What follows belongs to an exercise in optimizing a design on an open flow for small area; a production flow would make more cautious choices.
The RTL was checked by simulation tests, not by an equivalence proof against the original design.
Power is estimated from default activity; no workload was simulated. The clock port is modelled as an ideal driver; clocking choices that lean on that would not hold on a real chip.

alpha:
// sprite_loader
module sprite_loader (
   input  logic       clk,
   input  logic       reset,
   input  logic [7:0] rx_data,
   input  logic       rx_valid,
   output logic       rx_ready,
   input  logic       vblank,
   input  logic [7:0] rd_addr,
   output logic [7:0] rd_bits,
   output logic       busy,
   output logic       done,
   output logic       err,
   output logic [4:0] loaded_mask
);
For scale: about 3,000 cells after synthesis, about 43,000 µm² of cells after synthesis.
clock: 10.0 ns
lec_check: 0
cap_margin: 5
core_margin: 2
core_utilization: 70
cts_cluster_diameter: 80
cts_cluster_size: 32
place_density: 0.8
slew_margin: 5
synth_hierarchical: 1
synth_minimum_keep_size: 0
buffer_ports_args: -buffer_cell sky130_fd_sc_hd__buf_1
standard.sh (not shown) runs the stock make flow with config.mk's settings and CLKGATE_MAP_FILE= SYNTH_SCRIPT=/design/flow/synth_recipe.tcl, a recipe that flattens the netlist after the stock synthesis.
==> flow/flow/run.sh <==
#!/bin/bash
# The standard layout, with plain buffers (instead of the default choice) on the ports.
set -e
echo 'export BUFFER_PORTS_ARGS = -buffer_cell sky130_fd_sc_hd__buf_1' >> config.mk
bash standard.sh > standard.log 2>&1
What beta does differently from alpha at the input level:
- a change of PLACE_DENSITY from 0.8 to 0.88
- a change of SLEW_MARGIN from 5 to 20
- a deleted BUFFER_PORTS_ARGS that had been -buffer_cell sky130_fd_sc_hd__buf_1
- a change of CORE_UTILIZATION from 70 to 80
- a change of CAP_MARGIN from 5 to 20
==> flow/run.sh (new file) <==
#!/bin/bash
# synth_recipe.tcl (not shown) runs the flow's synth.tcl, then flattens the netlist and writes it again
# the make line also repeats each setting of config.mk as NAME=value (left out here)
make -C /OpenROAD-flow-scripts/flow DESIGN_CONFIG=/design/flow/config.mk WORK_HOME=/design/flow/orfs CLKGATE_MAP_FILE= SYNTH_SCRIPT=/design/flow/synth_recipe.tcl finish
removed: flow/flow/run.sh
removed: flow/standard.sh
## What came out
The last element of the critical path comes out rd_bits[1] in one run and rd_bits[3] in the other, namely in beta and alpha respectively. Changes observed in beta relative to alpha: count of cell instances traversed by the critical path moved up, final wirelength picked up an extra 7600 µm, routed via count now sits higher, post-route minimum period rose 0.44 ns, fraction of power consumed by combinational cells +0.4 points.
Input changes introduced in gamma (baseline for comparison: beta):
- PLACE_DENSITY: 0.88 -> 0.8
- BUFFER_PORTS_ARGS: unset -> -buffer_cell sky130_fd_sc_hd__buf_1
- CORE_UTILIZATION: 80 -> 70
==> flow/flow/run.sh (new file) <==
#!/bin/bash
# The standard layout, with plain buffers (instead of the default choice) on the ports.
set -e
echo 'export BUFFER_PORTS_ARGS = -buffer_cell sky130_fd_sc_hd__buf_1' >> config.mk
bash standard.sh > standard.log 2>&1
==> flow/standard.sh (new file) <==
#!/bin/bash
# synth_recipe.tcl (not shown) runs the flow's synth.tcl, then flattens the netlist and writes it again
# the make line also repeats each setting of config.mk as NAME=value (left out here)
make -C /OpenROAD-flow-scripts/flow DESIGN_CONFIG=/design/flow/config.mk WORK_HOME=/design/flow/orfs CLKGATE_MAP_FILE= SYNTH_SCRIPT=/design/flow/synth_recipe.tcl "${@:-finish}"
removed: flow/run.sh
Notes after the runs:
- gamma reports a higher total routed wire length on the met1 layer than beta does.
- Compared gamma vs beta, and met3 layer wire length in the routed design is down in gamma.
- After synthesis and placement, the instance count of gamma is above that of beta.
- gamma vs. beta: logic depth of the worst setup path including buffers lower, post-layout worst setup margin higher.

========
== P ==
Another version of the RTL of sprite_loader (not shown whole).
For scale: ~3000 cells after synthesis, about 1600 flip-flops, about 37 I/O pins, about 43000 um2 of cells after synthesis.
Settings: LEC_CHECK=0, CAP_MARGIN=20, CORE_MARGIN=2, CORE_UTILIZATION=70, CTS_CLUSTER_DIAMETER=80, CTS_CLUSTER_SIZE=32, PLACE_DENSITY=0.8, SLEW_MARGIN=20, SYNTH_HIERARCHICAL=1, SYNTH_MINIMUM_KEEP_SIZE=0, BUFFER_PORTS_ARGS=-buffer_cell sky130_fd_sc_hd__buf_1; clock period 10.0 ns.
==> flow/flow/run.sh <==
#!/bin/bash
# The standard layout, with plain buffers (instead of the default choice) on the ports.
set -e
echo 'export BUFFER_PORTS_ARGS = -buffer_cell sky130_fd_sc_hd__buf_1' >> config.mk
bash standard.sh > standard.log 2>&1
--- input diff P..Q ---
- BUFFER_PORTS_ARGS removed (was -buffer_cell sky130_fd_sc_hd__buf_1)
==> flow/run.sh (new file) <==
#!/bin/bash
# synth_recipe.tcl (not shown) runs the flow's synth.tcl, then flattens the netlist and writes it again
# the make line also repeats each setting of config.mk as NAME=value (left out here)
make -C /OpenROAD-flow-scripts/flow DESIGN_CONFIG=/design/flow/config.mk WORK_HOME=/design/flow/orfs CLKGATE_MAP_FILE= SYNTH_SCRIPT=/design/flow/synth_recipe.tcl finish
removed: flow/flow/run.sh
removed: flow/standard.sh
Notes after the runs:
- Inverter count: Q vs P identical
- Q was carried through to the last stage, and its layout satisfied the timing, DRC and antenna checks.
- Cmp Q vs P: final hold slack higher in Q
- Looking at area overhead of the layout relative to synthesis, Q sits 1.0 points higher than P does.
- Taking P as the reference, in Q area of all placed cells without fillers went up 450 um2, wire length fell by about 6%.
- Against P, number of clock buffer instances in the layout in Q fell slightly.
- Going from P to Q, total count of max-transition violations in the final report about even, portion of total power attributed to combinational logic rose 0.2 points, final cell count about even.
- Comparing Q with P, the clock share of power came out essentially unchanged.

========
## oak
RTL: one of the versions met above, not the one the previous note started from.
Size in the first run: about 3000 cells after synthesis, roughly 1600 flip-flops, roughly 37 I/O pins, ~0.043 mm2 of cells after synthesis.
==> flow/design.v (excerpt) <==
module sprite_loader (
   input  logic       clk,
   input  logic       reset,
   input  logic [7:0] rx_data,
   input  logic       rx_valid,
   output logic       rx_ready,
   input  logic       vblank,
   input  logic [7:0] rd_addr,
   output logic [7:0] rd_bits,
   output logic       busy,
   output logic       done,
   output logic       err,
   output logic [4:0] loaded_mask
);
==> flow/config.mk <==
export PLATFORM = sky130hd
export DESIGN_NAME = sprite_loader
export DESIGN_NICKNAME = sprite_loader
export VERILOG_FILES = /design/flow/design.v
export SDC_FILE = /design/flow/constraint.sdc
export NUM_CORES = 4
export LEC_CHECK = 0
export CAP_MARGIN = 20
export CORE_MARGIN = 2
export CORE_UTILIZATION = 70
export CTS_CLUSTER_DIAMETER = 80
export CTS_CLUSTER_SIZE = 32
export GPL_TIMING_DRIVEN = 0
export PLACE_DENSITY = 0.8
export SLEW_MARGIN = 20
export SYNTH_HIERARCHICAL = 1
export SYNTH_MINIMUM_KEEP_SIZE = 0
export BUFFER_PORTS_ARGS = -buffer_cell sky130_fd_sc_hd__buf_1
==> flow/constraint.sdc <==
create_clock -name core_clock -period 10.0 [get_ports {clk}]
set_input_delay 2.0000 -clock core_clock [delete_from_list [all_inputs] [get_ports {clk}]]
set_output_delay 2.0000 -clock core_clock [all_outputs]
set_load 0.01 [all_outputs]
==> flow/flow/run.sh <==
#!/bin/bash
# The standard layout, with plain buffers (instead of the default choice) on the ports.
set -e
echo 'export BUFFER_PORTS_ARGS = -buffer_cell sky130_fd_sc_hd__buf_1' >> config.mk
bash standard.sh > standard.log 2>&1
The inputs of pine differ from those of oak as listed below.
Settings: BUFFER_PORTS_ARGS removed (was -buffer_cell sky130_fd_sc_hd__buf_1); GPL_TIMING_DRIVEN removed (was 0).
==> flow/run.sh (new file) <==
#!/bin/bash
# synth_recipe.tcl (not shown) runs the flow's synth.tcl, then flattens the netlist and writes it again
# the make line also repeats each setting of config.mk as NAME=value (left out here)
make -C /OpenROAD-flow-scripts/flow DESIGN_CONFIG=/design/flow/config.mk WORK_HOME=/design/flow/orfs CLKGATE_MAP_FILE= SYNTH_SCRIPT=/design/flow/synth_recipe.tcl finish
removed: flow/flow/run.sh
removed: flow/standard.sh
- oak and pine ended up with nearly the same total power.
- Summary — via density per instance, pine relative to oak: higher, by about 3.3%.
- Of oak and pine, pine shows the higher final critical-path share of the clock period, with oak below it.
- Re total iterations of the first detailed-routing run: oak was lower than pine.
- pine vs oak — detailed-routed wire length on met2 dropped about 3%.
- | wire length of the first global-routing pass | pine vs oak | ≈ equal |
- Total global routing track utilization essentially unchanged between pine and oak.
- pine vs oak, part of the power in the clock network went down by 0.2 points.
- Fraction of area in registers in pine is 1.3 points above oak.

========
Another version of the RTL of sprite_loader (not shown whole).
For scale: ~3000 cells after synthesis, roughly 1600 flip-flops, ~37 I/O pins, roughly 43000 sq um of cells after synthesis.
## sprite_loader
module sprite_loader (
   input  logic       clk,
   input  logic       reset,
   input  logic [7:0] rx_data,
   input  logic       rx_valid,
   output logic       rx_ready,
   input  logic       vblank,
   input  logic [7:0] rd_addr,
   output logic [7:0] rd_bits,
   output logic       busy,
   output logic       done,
   output logic       err,
   output logic [4:0] loaded_mask
);
clock: 10.0 ns
lec_check: 0
cap_margin: 20
core_margin: 2
core_utilization: 40
slew_margin: 20
synth_hierarchical: 1
synth_minimum_keep_size: 0
run.sh (not shown) runs the stock make flow with config.mk's settings and CLKGATE_MAP_FILE= SYNTH_SCRIPT=/design/flow/synth_recipe.tcl, a recipe that flattens the netlist after the stock synthesis.
Stock flow here: none of the scripts above is used.
The baseline passed the timing, DRC and antenna checks.
==> next run, changes <==
Settings changed: CORE_UTILIZATION 40 to 70, CTS_CLUSTER_DIAMETER set to 80, CTS_CLUSTER_SIZE set to 32, PLACE_DENSITY set to 0.8.
The changed run finished with timing, DRC and antenna clean.
Total power fell by 22%.
Routed wire length went down by 6.1%.
First-iteration DRC count is higher by 6.2%.
Non-clock buffer count came out lower by 45.
Worst setup slack is worse by 0.16 ns.
Cell count shrinks by 19%.
Count of clock-buffer cells in the layout falls by 154.
Area after synthesis stays the same.
Utilization rises by 28 points.

## what the ideal ports hide
No port has a modelled driver above. Below, the same layouts with a new extraction and two added sets of constraints.
Step 1, drivers: a clkbuf_16 drives clk and a buf_2 each remaining input, both assumed.
Step 2 also shifts input and output timing later by t, the mid clock arrival at the registers, as if the neighbouring blocks saw the same clock.
Slacks: ideal ports / drivers / drivers and shift; pairs: ideal ports / drivers.
run | t (ns) | setup slack, ns | latest minus earliest clock arrival (ns)
alpha | 0.725 | 0.604 / 0.551 / 0.551 | 0.033 / 0.032
beta | 0.717 | 0.162 / 0.114 / 0.114 | 0.042 / 0.042
gamma | 0.725 | 0.604 / 0.551 / 0.551 | 0.033 / 0.032
P | 0.729 | 0.596 / 0.562 / 0.562 | 0.026 / 0.026
Q | 0.716 | 0.272 / 0.240 / 0.240 | 0.028 / 0.028
oak | 0.731 | 0.609 / 0.556 / 0.556 | 0.026 / 0.026
pine | 0.729 | 0.252 / 0.228 / 0.228 | 0.042 / 0.042
the first run of note 4 | 0.790 | 0.358 / 0.336 / 0.336 | 0.030 / 0.030
the second run of note 4 | 0.724 | 0.195 / 0.173 / 0.173 | 0.046 / 0.046
After both steps every run listed still meets setup and hold.
